From an optimization exercise on the open Yosys and OpenROAD flow, aimed at small area; shortcuts taken in it are not production practice.
In this exercise RTL edits were held to simulation tests only and were not proved equivalent to the original.
Power figures rest on the tool's default switching activity, not on a simulated workload. No driver is modelled on the clock port, so clocking that relies on it looks cheaper here than on a real chip.

==> flow/design.v <==
package sram_pkg;
  localparam int BYTE_W = 8;
endpackage
module sram_1r1w_be_clr
#(
  parameter int                DATA_W  = 64,
  parameter int                DEPTH   = 64,
  parameter int                ADDR_W  = $clog2(DEPTH),
  parameter int                RD_LAT  = 1,
  parameter logic [DATA_W-1:0] CLR_VAL = '0
) (
  input  logic                       clk,
  input  logic                       rst_n,
  input  logic                       clr_req,
  output logic                       clr_busy,
  input  logic                       wr_en,
  input  logic [ADDR_W-1:0]          wr_addr,
  input  logic [DATA_W/8-1:0]        wr_be,
  input  logic [DATA_W-1:0]          wr_data,
  input  logic                       rd_en,
  input  logic [ADDR_W-1:0]          rd_addr,
  output logic                       rd_valid,
  output logic [DATA_W-1:0]          rd_data
);
  localparam int NB = DATA_W / 8;
  logic              busy;
  logic [ADDR_W-1:0] clr_ptr;
  logic              ph;
  always_ff @(posedge clk or negedge rst_n) begin
    if (!rst_n) begin
      busy    <= 1'b1;
      clr_ptr <= '0;
      ph      <= 1'b0;
    end else begin
      ph <= ~ph;
      if (busy) begin
        clr_ptr <= clr_ptr + ADDR_W'(1);
        if (clr_ptr == ADDR_W'(DEPTH - 1)) busy <= 1'b0;
      end else if (clr_req) begin
        busy <= 1'b1;
      end
    end
  end
  assign clr_busy = busy;
  logic [ADDR_W-1:0] wa;
  logic              we;
  logic [NB-1:0]     wbe_n;
  logic [DATA_W-1:0] wcol;
  logic [7:0]        whi, wlo;
  assign wa    = busy ? clr_ptr : wr_addr;
  assign we    = busy | wr_en;
  assign wbe_n = ~(wr_be | {NB{busy}});
  for (genvar i = 0; i < 8; i++) begin : g_wdec
    assign whi[i] = we & (wa[5:3] == 3'(i));
    assign wlo[i] = (wa[2:0] == 3'(i));
  end
  for (genvar c = 0; c < DATA_W; c++) begin : g_wcol
    assign wcol[c] = busy ? (CLR_VAL[c] ^ ph) : (wr_be[c/8] ? (wr_data[c] ^ ph) : 1'b1);
  end
  logic [DATA_W-1:0] mem [DEPTH];
  for (genvar r = 0; r < DEPTH; r++) begin : g_row
    logic              keep;
    logic [DATA_W-1:0] q, d;
    sram_nand2 u_keep (.a(whi[r/8]), .b(wlo[r%8]), .y(keep));
    for (genvar b = 0; b < NB; b++) begin : g_byte
      logic ld;
      sram_nor2 u_ld (.a(keep), .b(wbe_n[b]), .y(ld));
      for (genvar i = 0; i < 8; i++) begin : g_bit
        sram_oai22 u_cell (.a1(q[8*b+i]), .a2(ld), .b1(wcol[8*b+i]), .b2(keep), .y(d[8*b+i]));
      end
    end
    always_ff @(posedge clk) q <= d;
    assign mem[r] = q;
  end
  logic              rv_q;
  logic [DATA_W-1:0] rd_q;
  logic [NB-1:0]     byp;
  always_ff @(posedge clk or negedge rst_n) begin
    if (!rst_n) rv_q <= 1'b0;
    else        rv_q <= rd_en & ~busy;
  end
  for (genvar b = 0; b < NB; b++) begin : g_byp
    assign byp[b] = wr_en & ~busy & (wr_addr == rd_addr) & wr_be[b];
  end
  logic [7:0]       rhi, rlo;
  logic [DEPTH-1:0] sel_n;
  for (genvar i = 0; i < 8; i++) begin : g_rdec
    assign rhi[i] = (rd_addr[5:3] == 3'(i));
    assign rlo[i] = (rd_addr[2:0] == 3'(i));
  end
  for (genvar r = 0; r < DEPTH; r++) begin : g_sel
    sram_nand2 u_sel (.a(rhi[r/8]), .b(rlo[r%8]), .y(sel_n[r]));
  end
  logic [DATA_W-1:0] rd_word;
  for (genvar c = 0; c < DATA_W; c++) begin : g_rcol
    logic [DEPTH/2-1:0] h;    
    for (genvar k = 0; k < DEPTH/2; k++) begin : g_l1
      sram_oai22 u_oai (.a1(mem[2*k][c]), .a2(sel_n[2*k]), .b1(mem[2*k+1][c]), .b2(sel_n[2*k+1]), .y(h[k]));
    end
    sram_rd_col u_col (.h(h), .ph(ph), .byp(byp[c/8]), .wd(wr_data[c]), .y(rd_word[c]));
  end
  always_ff @(posedge clk) rd_q <= rd_word;
  assign rd_valid = rv_q;
  assign rd_data  = rd_q;
endmodule
module sram_nand2 (
  input  logic a, b,
  output logic y
);
  assign y = ~(a & b);
endmodule
module sram_nor2 (
  input  logic a, b,
  output logic y
);
  assign y = ~(a | b);
endmodule
module sram_oai22 (
  input  logic a1, a2, b1, b2,
  output logic y
);
  assign y = ~((a1 | a2) & (b1 | b2));
endmodule
module sram_rd_col #(
  parameter int N = 32
) (
  input  logic [N-1:0] h,
  input  logic         ph,
  input  logic         byp,
  input  logic         wd,
  output logic         y
);
  assign y = byp ? wd : (~(|h) ^ ph);
endmodule
Settings: LEC_CHECK=0, ABC_CLOCK_PERIOD_IN_PS=5000, CAP_MARGIN=20, CORE_MARGIN=2, CORE_UTILIZATION=68, PLACE_DENSITY=0.78, SLEW_MARGIN=20, SYNTH_HIERARCHICAL=1; clock period 5.0 ns.
standard.sh (not shown) runs the stock make flow with config.mk's settings and CLKGATE_MAP_FILE= SYNTH_SCRIPT=/design/flow/synth_recipe.tcl, a recipe that flattens the netlist after the stock synthesis.
==> flow/flow/run.sh <==
#!/bin/bash
# Layout flow: the standard ORFS flow (standard.sh, unchanged synthesis),
# with these changes to how the layout is built:
#  - clock tree synthesis with larger sink clusters and no dummy loads;
#  - port buffers of the smallest buffer cell.
# Each run's full output goes to a log file in the work folder; ORFS also keeps
# its per-step logs under orfs/logs/.
set -euo pipefail
export CTS_ARGS="-sink_clustering_enable -repair_clock_nets -dont_use_dummy_load -sink_clustering_size 32 -sink_clustering_max_diameter 100"
export BUFFER_PORTS_ARGS="-buffer_cell sky130_fd_sc_hd__buf_2"
bash standard.sh synth > flow_synth.log 2>&1
bash standard.sh > flow_layout.log 2>&1
The starting point completed with no timing, DRC or antenna violations.
Next try:
--- a/flow/config.mk
+++ b/flow/config.mk
@@ -8,3 +8,3 @@
 export ABC_CLOCK_PERIOD_IN_PS = 5000
-export CAP_MARGIN = 20
+export CAP_MARGIN = 10
 export CORE_MARGIN = 2
@@ -12,3 +12,3 @@
 export PLACE_DENSITY = 0.78
-export SLEW_MARGIN = 20
+export SLEW_MARGIN = 10
 export SYNTH_HIERARCHICAL = 1
The changed run passed the timing, design-rule and antenna checks.
Clock skew grows by 0.013 ns.
Core utilization is about the same.
Clock-buffer cell count does not change.
Sequential power is about the same.
Next try:
--- a/flow/flow/run.sh
+++ b/flow/flow/run.sh
@@ -8,3 +8,3 @@
 set -euo pipefail
-export CTS_ARGS="-sink_clustering_enable -repair_clock_nets -dont_use_dummy_load -sink_clustering_size 32 -sink_clustering_max_diameter 100"
+export CTS_ARGS="-sink_clustering_enable -repair_clock_nets -dont_use_dummy_load -sink_clustering_size 28 -sink_clustering_max_diameter 100"
 export BUFFER_PORTS_ARGS="-buffer_cell sky130_fd_sc_hd__buf_2"
--- a/flow/config.mk
+++ b/flow/config.mk
@@ -8,3 +8,3 @@
 export ABC_CLOCK_PERIOD_IN_PS = 5000
-export CAP_MARGIN = 10
+export CAP_MARGIN = 20
 export CORE_MARGIN = 2
@@ -12,3 +12,3 @@
 export PLACE_DENSITY = 0.78
-export SLEW_MARGIN = 10
+export SLEW_MARGIN = 20
 export SYNTH_HIERARCHICAL = 1
Wire length went up by 0.73%; global-route usage went up by 0.54 points; clock power went up by about 5%.

what the ideal ports hide:
The results above use ideal ports. As a check the final layouts listed here were re-extracted and re-timed, cells and wires unchanged.
Step 1, drivers: a clkbuf_16 drives clk and a buf_2 each remaining input, both assumed.
Step 2 times the ports against the registers' clock, not the clock port: input delays grow and output delays shrink by t, the midpoint of the rising clock arrivals with the driver on.
a / b / c = no drivers / after step 1 / after step 2; a / b = the first two.
run	t (ns)	slack for setup (ns)	latest minus earliest clock arrival (ns)	worst data-port slew with drivers (ns)
the first run	0.978	0.881 / 0.957 / -0.014	0.045 / 0.045	0.15
the second run	0.980	0.823 / 0.878 / -0.101	0.057 / 0.057	0.13
the third run	0.988	0.909 / 0.909 / 0.134	0.045 / 0.045	0.13
Met with ideal ports but missed after step 2: setup timing in the first run and the second run. For the second run, which loses most, drivers alone change the setup slack by +0.055 ns; drivers and shift together by -0.924 ns.
